This design comes from an exercise in tuning for small area on the open sky130 flow, not from production work. In this exercise RTL edits were held to simulation tests only and were not proved equivalent to the original. No activity file was given, so power comes from the tool's default toggle rates.

== 07-01 ==
// ethernet_mac
module ethernet_mac
(
    input  logic         clk,
    input  logic         rst_n,
    input  logic [31:0]  tx_data,
    input  logic [6:0]   tx_len,
    input  logic         tx_req,
    output logic         tx_ack,
    output logic [31:0]  rx_data,
    output logic [6:0]   rx_len,
    output logic         rx_last,
    output logic         rx_req,
    input  logic         rx_ack,
    output logic [7:0]   gmii_tx_d,
    output logic         gmii_tx_en,
    input  logic [7:0]   gmii_rx_d,
    input  logic         gmii_rx_dv,
    input  logic         gmii_rx_er,
    output logic [31:0]  tx_frame_count,
    output logic [31:0]  rx_drop_count
);
Size: about 2200 cells after synthesis, about 170 I/O pins, roughly 0.038 sq mm of cells after synthesis.
clock: 8.0 ns
lec_check: 0
cap_margin: 20
core_margin: 2
core_utilization: 60
place_density: 0.7
slew_margin: 20
standard.sh (not shown) runs the stock make flow with config.mk's settings and CLKGATE_MAP_FILE= SYNTH_SCRIPT=/design/flow/synth_recipe.tcl, a recipe that flattens the netlist after the stock synthesis.
==> flow/flow/run.sh <==
#!/bin/bash
# Standard layout with three changes:
#  - technology mapping with an area-oriented abc script (flow/abc_map.script)
#    in place of ORFS's abc_speed.script; the rest of the synthesis is unchanged
#  - ports buffered with the smallest buffer
#  - clock tree synthesis without dummy loads, with larger sink clusters
set -euo pipefail
rm -rf scripts
cp -r "$FLOW_HOME/scripts" scripts
cp flow/abc_map.script scripts/abc_speed.script
bash standard.sh \
  "SCRIPTS_DIR=$PWD/scripts" \
  "BUFFER_PORTS_ARGS=-buffer_cell sky130_fd_sc_hd__buf_1" \
  "CTS_ARGS=-sink_clustering_enable -repair_clock_nets -dont_use_dummy_load -buf_list sky130_fd_sc_hd__clkbuf_16 -sink_clustering_size 30 -sink_clustering_max_diameter 75" \
  finish > flow.log 2>&1
==> flow/flow/abc_map.script <==
&get -n
&st
&dc2
&dch
&nf -a -R 1000
&st
&dc2
&dch
&nf -a -R 1000
&put
topo
Relative to 07-01, the following input files were edited for 04-27:
Settings: CORE_UTILIZATION: 60 -> 40; CTS_CLUSTER_SIZE: unset -> 30; PLACE_DENSITY: 0.7 -> unset; CTS_BUF_LIST: unset -> sky130_fd_sc_hd__clkbuf_16; CTS_CLUSTER_DIAMETER: unset -> 60.
==> flow/flow/run.sh <==
#!/bin/bash
# Standard layout with two changes: ports buffered with the smallest buffer,
# and clock tree synthesis without dummy loads.
set -euo pipefail
bash standard.sh \
  "BUFFER_PORTS_ARGS=-buffer_cell sky130_fd_sc_hd__buf_1" \
  "CTS_ARGS=-sink_clustering_enable -repair_clock_nets -dont_use_dummy_load -buf_list sky130_fd_sc_hd__clkbuf_16 -sink_clustering_size 30 -sink_clustering_max_diameter 60" \
  finish > flow.log 2>&1
removed: flow/flow/abc_map.script
==> results.txt <==
- Diff 07-01 -> 04-27 | total number of multi-input combinational cells | up by a few percent
- Vias: 04-27 above 07-01
- In 04-27 relative to 07-01, total placed cells including tap cells had gone up by more than 10%.
- Of 04-27 and 07-01, the higher placement-stage cell area belongs to 04-27.
- 04-27 ends up with a met2 track utilization from global routing that is 7.8 points lower than in 07-01.
- Taking 07-01 as the reference, in 04-27 inserted tap cell count now sits higher, layout overhead on the synthesized area now sits higher, synthesized-area fraction occupied by ao, oa, aoi and oai cells now sits lower, row count now sits higher.

* * *

== rev 12 ==
ethernet_mac, a different RTL version from the one above (not shown whole).
Size: about 2600 cells after synthesis, about 1200 flip-flops, ~170 I/O pins, about 40000 um2 of cells after synthesis.
Settings: LEC_CHECK=0, CAP_MARGIN=20, CORE_MARGIN=2, CORE_UTILIZATION=40, CTS_BUF_LIST=sky130_fd_sc_hd__clkbuf_16, CTS_CLUSTER_DIAMETER=60, CTS_CLUSTER_SIZE=30, SLEW_MARGIN=20; clock period 8.0 ns.
run.sh (not shown) runs the stock make flow with config.mk's settings and CLKGATE_MAP_FILE= SYNTH_SCRIPT=/design/flow/synth_recipe.tcl, a recipe that flattens the netlist after the stock synthesis.
Stock flow here: none of the scripts above is used.
Rev 12 ended with every stage complete and zero timing, DRC or antenna violations.
Inputs modified between rev 12 and rev 13:
diff --git a/flow/config.mk b/flow/config.mk
--- a/flow/config.mk
+++ b/flow/config.mk
@@ -11,3 +11,3 @@
-export CTS_BUF_LIST = sky130_fd_sc_hd__clkbuf_16
-export CTS_CLUSTER_DIAMETER = 60
-export CTS_CLUSTER_SIZE = 30
+export CTS_BUF_LIST = sky130_fd_sc_hd__clkbuf_8
+export CTS_CLUSTER_DIAMETER = 40
+export CTS_CLUSTER_SIZE = 18
Findings:
- Rev 12 → rev 13: sequential cell count saw little to no change, worst hold slack increased by 0.0033 ns relative to the old numbers, post-layout net count rose by 54, total number of vias shows an increase of 197, combinational power share held.
- Higher relative slew slack was reported by rev 13, not rev 12.
- On design area, rev 13 tracks rev 12 almost exactly.
- Relative to rev 12, via count normalized by instance count has gone down in rev 13.
- For non-clock buffering overhead in the final layout, rev 12 and rev 13 come out practically identical.
- Routability congestion estimate: rev 12 vs rev 13 identical
- Of rev 12 and rev 13, the higher endpoint arrival time on the critical path belongs to rev 13.

==> what the ideal ports hide <==
The results above use ideal ports. As a check the final layouts listed here were re-extracted and re-timed, cells and wires unchanged. Step 1, drivers: a clkbuf_16 drives clk and a buf_2 each remaining input, both assumed. Step 2 moves the port delays by t, midway between the first and last clock arrival at a register: inputs arrive t later, outputs are due t later. That takes back most of the time a late clock gives input paths. Three values: no drivers, after step 1, after step 2; two values: the first two.
run | shift t [ns] | setup slack, ns | hold WS [ns] | worst setup path after step 2 | clock arrival spread, ns
07-01 | 0.684 | 3.088 / 3.021 / 3.464 | 0.287 / 0.287 / 0.287 | input to register | 0.107 / 0.108
04-27 | 0.691 | 3.139 / 3.079 / 3.770 | 0.295 / 0.295 / 0.295 | register to output | 0.097 / 0.097
rev 12 | 0.727 | 1.561 / 1.501 / 2.228 | 0.322 / 0.322 / 0.322 | register to output | 0.046 / 0.046
rev 13 | 0.867 | 1.383 / 1.326 / 2.193 | 0.325 / 0.325 / 0.325 | register to output | 0.075 / 0.074
After both steps every run listed still meets setup and hold.
